This design comes from an exercise in tuning for small area, a short achievable clock period and few clock cycles per item on the open sky130 flow, not from production work.
Function was checked by simulation only, so behaviour that the tests miss may differ from the original.
Power is estimated from default activity; no workload was simulated.

==> 11-09: inputs <==
==> flow/design.v <==
`default_nettype none
package merge_rec_pkg;
  localparam int KEY_W = 32;
  localparam int PAY_W = 32;
  localparam int REC_W = KEY_W + PAY_W;   
  localparam int FIFO_LOG   = 2;
  localparam int FIFO_DEPTH = 1 << FIFO_LOG;
endpackage
`default_nettype wire
`timescale 1ns/1ps
`default_nettype none
module merge_unit #(
  parameter int E_LOG = 2
) (
  input  wire                                          CLK,
  input  wire                                          RST,
  input  wire                                          enq_a,
  input  wire  [(1<<E_LOG)*merge_rec_pkg::REC_W-1:0]   din_a,
  input  wire                                          enq_b,
  input  wire  [(1<<E_LOG)*merge_rec_pkg::REC_W-1:0]   din_b,
  input  wire                                          in_full,
  output logic                                         full_a,
  output logic                                         full_b,
  output logic [(1<<E_LOG)*merge_rec_pkg::REC_W-1:0]   dout,
  output logic                                         dout_en
);
  localparam int E     = 1 << E_LOG;
  localparam int KEY_W = merge_rec_pkg::KEY_W;
  localparam int REC_W = merge_rec_pkg::REC_W;
  localparam int BLK_W = E * REC_W;
  localparam int D     = merge_rec_pkg::FIFO_DEPTH;   
  function automatic logic key_le(input logic [KEY_W-1:0] a, input logic [KEY_W-1:0] b);
    logic [KEY_W-1:0] lt, eq;
    lt = ~a & b;
    eq = ~(a ^ b);
    for (int w = 1; w < KEY_W; w = w * 2) begin
      for (int k = 0; k + w < KEY_W; k = k + 2 * w) begin
        lt[k] = lt[k+w] | (eq[k+w] & lt[k]);
        eq[k] = eq[k+w] & eq[k];
      end
    end
    key_le = lt[0] | eq[0];
  endfunction
  logic [D-1:0][BLK_W-1:0] mem_a;
  logic [D-1:0][BLK_W-1:0] mem_b;
  logic [2:0]       wp_a, wp_b;          
  logic [2:0]       rp_a [E];            
  logic [2:0]       rp_b [E];
  logic [2:0]       rc_a [E];            
  logic [2:0]       rc_b [E];
  logic [E-1:0]     lf_a, lf_b;          
  logic [D-1:0]     oh_a [E];            
  logic [D-1:0]     oh_b [E];
  logic [2:0]       wp_a_n, wp_b_n;
  logic [2:0]       rc_a_n [E];
  logic [2:0]       rc_b_n [E];
  always_comb begin
    for (int i = 0; i < E; i++) begin
      lf_a[i] = (wp_a_n[1:0] == rc_a_n[i][1:0]) && (wp_a_n[2] != rc_a_n[i][2]);
      lf_b[i] = (wp_b_n[1:0] == rc_b_n[i][1:0]) && (wp_b_n[2] != rc_b_n[i][2]);
    end
  end
  assign wp_a_n = wp_a + {2'd0, enq_a};
  assign wp_b_n = wp_b + {2'd0, enq_b};
  always_ff @(posedge CLK) begin
    if (RST) begin
      wp_a   <= '0;
      wp_b   <= '0;
      full_a <= 1'b0;
      full_b <= 1'b0;
    end else begin
      wp_a   <= wp_a_n;
      wp_b   <= wp_b_n;
      full_a <= |lf_a;
      full_b <= |lf_b;
    end
  end
  always_ff @(posedge CLK) begin
    for (int s = 0; s < D; s++) begin
      if (!full_a && wp_a[1:0] == s[1:0]) mem_a[s] <= din_a;
      if (!full_b && wp_b[1:0] == s[1:0]) mem_b[s] <= din_b;
    end
  end
  logic [KEY_W-1:0] key_a [E];
  logic [KEY_W-1:0] key_b [E];
  logic [E-1:0]     ne_a, ne_b;
  logic             fire;
  logic [E*E-1:0]   le;    
  logic [E-1:0]     take_a;   
  always_comb begin
    for (int i = 0; i < E; i++) begin
      key_a[i] = '0;
      key_b[i] = '0;
      for (int s = 0; s < D; s++) begin
        if (oh_a[i][s]) key_a[i] = key_a[i] | mem_a[s][i*REC_W +: KEY_W];
        if (oh_b[i][s]) key_b[i] = key_b[i] | mem_b[s][i*REC_W +: KEY_W];
      end
      ne_a[i]  = (rp_a[i] != wp_a);
      ne_b[i]  = (rp_b[i] != wp_b);
    end
    for (int i = 0; i < E; i++) begin
      for (int l = 0; l < E; l++) begin
        le[i*E+l] = key_le(key_a[i], key_b[l]);
      end
    end
    for (int i = 0; i < E; i++) begin
      take_a[i] = le[i*E + (E-1-i)];
    end
  end
  assign fire = !in_full && (&ne_a) && (&ne_b);
  always_ff @(posedge CLK) begin
    if (RST) begin
      for (int i = 0; i < E; i++) begin
        rp_a[i] <= '0;
        rp_b[i] <= '0;
        oh_a[i] <= 4'b0001;
        oh_b[i] <= 4'b0001;
      end
    end else if (fire) begin
      for (int i = 0; i < E; i++) begin
        if (take_a[i]) begin
          rp_a[i] <= rp_a[i] + 3'd1;
          oh_a[i] <= {oh_a[i][D-2:0], oh_a[i][D-1]};
        end else begin
          rp_b[E-1-i] <= rp_b[E-1-i] + 3'd1;
          oh_b[E-1-i] <= {oh_b[E-1-i][D-2:0], oh_b[E-1-i][D-1]};
        end
      end
    end
  end
  logic             v1;
  logic [E*E-1:0]   le1;
  logic [D-1:0]     sa1 [E];   
  logic [D-1:0]     sb1 [E];
  always_ff @(posedge CLK) begin
    if (RST) v1 <= 1'b0;
    else if (!in_full) v1 <= fire;
  end
  always_ff @(posedge CLK) begin
    if (!in_full) begin
      le1 <= le;
      for (int i = 0; i < E; i++) begin
        sa1[i] <= oh_a[i];
        sb1[i] <= oh_b[i];
      end
    end
  end
  logic [E-1:0] t1;   
  always_comb begin
    for (int i = 0; i < E; i++) t1[i] = le1[i*E + (E-1-i)];
  end
  always_comb begin
    for (int i = 0; i < E; i++) begin
      rc_a_n[i] = rc_a[i] + {2'd0, (v1 && !in_full && t1[i])};
      rc_b_n[E-1-i] = rc_b[E-1-i] + {2'd0, (v1 && !in_full && !t1[i])};
    end
  end
  always_ff @(posedge CLK) begin
    for (int i = 0; i < E; i++) begin
      if (RST) begin
        rc_a[i] <= '0;
        rc_b[i] <= '0;
      end else begin
        rc_a[i] <= rc_a_n[i];
        rc_b[i] <= rc_b_n[i];
      end
    end
  end
  logic [E-1:0] rot0, rot1;
  always_comb begin
    rot0[0] = (oh_a[0] == oh_a[3]);
    rot0[1] = (oh_a[0] != oh_a[3]) && (oh_a[1] == oh_a[3]);
    rot0[2] = (oh_a[1] != oh_a[3]) && (oh_a[2] == oh_a[3]);
    rot0[3] = (oh_a[2] != oh_a[3]);
  end
  always_ff @(posedge CLK) begin
    if (!in_full) rot1 <= rot0;
  end
  logic [E*E-1:0]   sel;
  logic [REC_W-1:0] c [E];       
  logic [BLK_W-1:0] ord;
  always_comb begin
    for (int p = 0; p < E; p++) begin
      for (int i = 0; i < E; i++) begin
        logic ca, cb;
        ca = 1'b0;
        cb = 1'b0;
        for (int r = 0; r < E; r++) begin
          int x, m, y, n, l, lb0, lb1, la0, la1;
          logic ta, tb;
          lb0 = 0;
          lb1 = 0;
          la0 = 0;
          la1 = 0;
          x  = (i - r + E) % E;
          m  = p - x;
          ta = 1'b0;
          if (m >= 0) begin
            ta  = 1'b1;
            lb1 = (m - r + E) % E;          
            if (m > 0) begin
              lb0 = (m - 1 - r + E) % E;    
              ta  = ta && !t1[E-1-lb0] && !le1[i*E+lb0];
            end
            ta = ta && (t1[E-1-lb1] || le1[i*E+lb1]);
          end
          l  = E - 1 - i;
          y  = (l + r) % E;
          n  = p - y;
          tb = 1'b0;
          if (n >= 0) begin
            tb  = 1'b1;
            la1 = (n + r) % E;              
            if (n > 0) begin
              la0 = (n - 1 + r) % E;        
              tb  = tb && t1[la0] && le1[la0*E+l];
            end
            tb = tb && (!t1[la1] || !le1[la1*E+l]);
          end
          ca = ca || (rot1[r] && ta);
          cb = cb || (rot1[r] && tb);
        end
        sel[p*E+i] = t1[i] ? ca : cb;
      end
    end
    for (int i = 0; i < E; i++) begin
      c[i] = '0;
      for (int s = 0; s < D; s++) begin
        if (t1[i] && sa1[i][s]) c[i] = c[i] | mem_a[s][i*REC_W +: REC_W];
        if (!t1[i] && sb1[E-1-i][s]) c[i] = c[i] | mem_b[s][(E-1-i)*REC_W +: REC_W];
      end
    end
    ord = '0;
    for (int p = 0; p < E; p++) begin
      for (int i = 0; i < E; i++) begin
        if (sel[p*E+i]) ord[p*REC_W +: REC_W] = ord[p*REC_W +: REC_W] | c[i];
      end
    end
  end
  logic [BLK_W-1:0] dq;
  always_ff @(posedge CLK) begin
    if (RST) dout_en <= 1'b0;
    else dout_en <= v1 && !in_full;
  end
  always_ff @(posedge CLK) begin
    dq <= ord;
  end
  assign dout = dq;
endmodule
`default_nettype wire
==> flow/flow/run.sh <==
#!/bin/bash
set -euo pipefail
export BUFFER_PORTS_ARGS="-buffer_cell sky130_fd_sc_hd__buf_1"
bash standard.sh > standard.log 2>&1
==> flow/standard.sh <==
#!/bin/bash
# synth_recipe.tcl (not shown) runs the flow's synth.tcl, then flattens the netlist and writes it again
# the make line also repeats each setting of config.mk as NAME=value (left out here)
make -C /OpenROAD-flow-scripts/flow DESIGN_CONFIG=/design/flow/config.mk WORK_HOME=/design/flow/orfs CLKGATE_MAP_FILE= SYNTH_SCRIPT=/design/flow/synth_recipe.tcl "${@:-finish}"
==> flow/config.mk <==
export PLATFORM = sky130hd
export DESIGN_NAME = merge_unit
export DESIGN_NICKNAME = merge_unit
export VERILOG_FILES = /design/flow/design.v
export SDC_FILE = /design/flow/constraint.sdc
export NUM_CORES = 4
export LEC_CHECK = 0
export CAP_MARGIN = 20
export CORE_MARGIN = 2
export CORE_UTILIZATION = 40
export CTS_BUF_LIST = sky130_fd_sc_hd__clkbuf_16
export CTS_CLUSTER_DIAMETER = 60
export CTS_CLUSTER_SIZE = 22
export SETUP_SLACK_MARGIN = 1.8
export SLEW_MARGIN = 20
==> flow/constraint.sdc <==
create_clock -name core_clock -period 5.0 [get_ports {CLK}]
set_input_delay 1.0000 -clock core_clock [delete_from_list [all_inputs] [get_ports {CLK}]]
set_output_delay 1.0000 -clock core_clock [all_outputs]
set_load 0.01 [all_outputs]
==> 10-11 (differences from 11-09) <==
==> flow/design.v, changed modules only <==
module merge_unit #(
  parameter int E_LOG = 2
) (
  input  wire                                          CLK,
  input  wire                                          RST,
  input  wire                                          enq_a,
  input  wire  [(1<<E_LOG)*merge_rec_pkg::REC_W-1:0]   din_a,
  input  wire                                          enq_b,
  input  wire  [(1<<E_LOG)*merge_rec_pkg::REC_W-1:0]   din_b,
  input  wire                                          in_full,
  output logic                                         full_a,
  output logic                                         full_b,
  output logic [(1<<E_LOG)*merge_rec_pkg::REC_W-1:0]   dout,
  output logic                                         dout_en
);
  localparam int E     = 1 << E_LOG;
  localparam int KEY_W = merge_rec_pkg::KEY_W;
  localparam int REC_W = merge_rec_pkg::REC_W;
  localparam int BLK_W = E * REC_W;
  localparam int D     = merge_rec_pkg::FIFO_DEPTH;   
  logic stall;
  always_ff @(posedge CLK) begin
    if (RST) stall <= 1'b0;
    else stall <= in_full;   
  end
  logic [D-1:0][BLK_W-1:0] mem_a;
  logic [D-1:0][BLK_W-1:0] mem_b;
  logic [2:0]       wp_a, wp_b;          
  logic [2:0]       rp_a [E];            
  logic [2:0]       rp_b [E];
  logic [2:0]       rc_a [E];            
  logic [2:0]       rc_b [E];
  logic [E-1:0]     lf_a, lf_b;          
  always_comb begin
    for (int i = 0; i < E; i++) begin
      lf_a[i] = (wp_a[1:0] == rc_a[i][1:0]) && (wp_a[2] != rc_a[i][2]);
      lf_b[i] = (wp_b[1:0] == rc_b[i][1:0]) && (wp_b[2] != rc_b[i][2]);
    end
  end
  assign full_a = |lf_a;
  assign full_b = |lf_b;
  always_ff @(posedge CLK) begin
    if (RST) wp_a <= '0;
    else if (enq_a) wp_a <= wp_a + 3'd1;
  end
  always_ff @(posedge CLK) begin
    if (RST) wp_b <= '0;
    else if (enq_b) wp_b <= wp_b + 3'd1;
  end
  always_ff @(posedge CLK) begin
    for (int s = 0; s < D; s++) begin
      if (!full_a && wp_a[1:0] == s[1:0]) mem_a[s] <= din_a;
      if (!full_b && wp_b[1:0] == s[1:0]) mem_b[s] <= din_b;
    end
  end
  logic [KEY_W-1:0] key_a [E];
  logic [KEY_W-1:0] key_b [E];
  logic [E-1:0]     ne_a, ne_b;
  logic             fire;
  logic [E*E-1:0]   le;    
  logic [E-1:0]     take_a;   
  always_comb begin
    for (int i = 0; i < E; i++) begin
      key_a[i] = mem_a[rp_a[i][1:0]][i*REC_W +: KEY_W];
      key_b[i] = mem_b[rp_b[i][1:0]][i*REC_W +: KEY_W];
      ne_a[i]  = (rp_a[i] != wp_a);
      ne_b[i]  = (rp_b[i] != wp_b);
    end
    for (int i = 0; i < E; i++) begin
      for (int l = 0; l < E; l++) begin
        le[i*E+l] = (key_a[i] <= key_b[l]);
      end
    end
    for (int i = 0; i < E; i++) begin
      take_a[i] = le[i*E + (E-1-i)];
    end
  end
  assign fire = !stall && (&ne_a) && (&ne_b);
  always_ff @(posedge CLK) begin
    if (RST) begin
      for (int i = 0; i < E; i++) begin
        rp_a[i] <= '0;
        rp_b[i] <= '0;
      end
    end else if (fire) begin
      for (int i = 0; i < E; i++) begin
        if (take_a[i]) rp_a[i] <= rp_a[i] + 3'd1;
        else rp_b[E-1-i] <= rp_b[E-1-i] + 3'd1;
      end
    end
  end
  logic             v1;
  logic [E*E-1:0]   le1;
  logic [1:0]       sa1 [E];   
  logic [1:0]       sb1 [E];
  always_ff @(posedge CLK) begin
    if (RST) v1 <= 1'b0;
    else if (!stall) v1 <= fire;
  end
  always_ff @(posedge CLK) begin
    if (!stall) begin
      le1 <= le;
      for (int i = 0; i < E; i++) begin
        sa1[i] <= rp_a[i][1:0];
        sb1[i] <= rp_b[i][1:0];
      end
    end
  end
  logic [E-1:0] t1;   
  always_comb begin
    for (int i = 0; i < E; i++) t1[i] = le1[i*E + (E-1-i)];
  end
  always_ff @(posedge CLK) begin
    if (RST) begin
      for (int i = 0; i < E; i++) begin
        rc_a[i] <= '0;
        rc_b[i] <= '0;
      end
    end else if (v1 && !stall) begin
      for (int i = 0; i < E; i++) begin
        if (t1[i]) rc_a[i] <= rc_a[i] + 3'd1;
        else rc_b[E-1-i] <= rc_b[E-1-i] + 3'd1;
      end
    end
  end
  logic [1:0]       rot;         
  logic [1:0]       rank [E];    
  logic [REC_W-1:0] c [E];       
  logic [BLK_W-1:0] ord;
  always_comb begin
    rot = 2'((sa1[0] != sa1[3])) + 2'((sa1[1] != sa1[3])) + 2'((sa1[2] != sa1[3]));
    for (int i = 0; i < E; i++) begin
      if (t1[i]) begin
        rank[i] = 2'(i) - rot;
        for (int l = 0; l < E; l++) begin
          if (!t1[E-1-l] && !le1[i*E+l]) rank[i] = rank[i] + 2'd1;
        end
        c[i] = mem_a[sa1[i]][i*REC_W +: REC_W];
      end else begin
        rank[i] = 2'(E-1-i) + rot;
        for (int a = 0; a < E; a++) begin
          if (t1[a] && le1[a*E+(E-1-i)]) rank[i] = rank[i] + 2'd1;
        end
        c[i] = mem_b[sb1[E-1-i]][(E-1-i)*REC_W +: REC_W];
      end
    end
    ord = '0;
    for (int p = 0; p < E; p++) begin
      for (int i = 0; i < E; i++) begin
        if (rank[i] == 2'(p)) ord[p*REC_W +: REC_W] = ord[p*REC_W +: REC_W] | c[i];
      end
    end
  end
  logic             vo;
  logic [BLK_W-1:0] dq;
  always_ff @(posedge CLK) begin
    if (RST) vo <= 1'b0;
    else if (!stall) vo <= v1;
  end
  always_ff @(posedge CLK) begin
    if (!stall) dq <= ord;
  end
  assign dout    = dq;
  assign dout_en = vo && !stall;
endmodule
==> flow/run.sh (new file) <==
#!/bin/bash
# synth_recipe.tcl (not shown) runs the flow's synth.tcl, then flattens the netlist and writes it again
# the make line also repeats each setting of config.mk as NAME=value (left out here)
make -C /OpenROAD-flow-scripts/flow DESIGN_CONFIG=/design/flow/config.mk WORK_HOME=/design/flow/orfs CLKGATE_MAP_FILE= SYNTH_SCRIPT=/design/flow/synth_recipe.tcl finish
--- a/flow/config.mk
+++ b/flow/config.mk
@@ -9,7 +9,3 @@
 export CORE_MARGIN = 2
 export CORE_UTILIZATION = 40
-export CTS_BUF_LIST = sky130_fd_sc_hd__clkbuf_16
-export CTS_CLUSTER_DIAMETER = 60
-export CTS_CLUSTER_SIZE = 22
-export SETUP_SLACK_MARGIN = 1.8
 export SLEW_MARGIN = 20
removed: flow/flow/run.sh
removed: flow/standard.sh
==> impl_metrics.csv <==
group,metric,value,unit
setup_path,cpPeakStageDelay,0.83,ns
setup_path,worst-path-max-fanout,30,
pwr,p_switching,26000,uW
final_layout,seq_area,71300,um^2
setup_path,path_depth,9,
run_status,outcome,"complete, no violations",
final_layout,multi_input_area_share,29.4,%
detailed_routing,dr.pass1.iters,9,
setup_path,ff2ff_setup_slack,0.15,ns
final_layout,final_area,136000,um^2
synthesis,synth_top_family_by_area,"multiplexers",
sta,worst_pin_slew,1.10,ns
Source of the figures above: 10-11

==> impl_metrics.csv <==
group,metric,value,unit
final_layout,nNonClkInverters,31,
sta,finalMaxSlewViolations,0,
sta,worst_pin_slew,1.35,ns
setup_path,crit-reg2reg-launch,"sb1[2][3]",
setup_path,worstPathRequired,5.59,ns
final_layout,seq_area,70100,um^2
final_layout,multi_input_area_share,28.3,%
die,io_pins,776,
setup_path,cpPeakStageDelay,0.98,ns
final_layout,final_area,126000,um^2
grt,gr-usage-met1,46.3,%
synthesis,synth_top_family_by_area,"compound AO/OA/AOI/OAI gates",
run_status,outcome,"complete, no violations",
detailed_routing,viasPerCell,6.60,
final_layout,final-clk-cell-share,4.97,%
grt,use_met3,11.9,%
Source of the figures above: 11-09

Testbench counts of 11-09, summed over its fixed seeds: cycles 3,468, records 12,128.
Testbench counts of 10-11, summed over its fixed seeds: cycles 3,480, records 12,128.

[separate check: timing with driven ports]
In the flow no input, the clock included, has a driving cell. The finished layouts below were timed again as built, in two steps. Step 1 assumes that a clkbuf_16 drives the clock port and a buf_2 every other input. Step 2 moves the port delays by t, midway between the first and last clock arrival at a register: inputs arrive t later, outputs are due t later. That takes back most of the time a late clock gives input paths. Slacks: no drivers / after step 1 / after step 2; pairs: no drivers / after step 1.
| run | t (ns) | slack for setup (ns) | clock arrival spread, ns |
|---|---|---|---|
| 11-09 | 1.002 | 1.639 / 1.639 / 1.486 | 0.062 / 0.062 |
| 10-11 | 0.982 | 0.145 / 0.145 / 0.145 | 0.084 / 0.084 |
After both steps every run listed still meets setup and hold. The setup slack of 11-09, which loses most, moves by 0.000 ns with the drivers and by -0.153 ns with both steps.
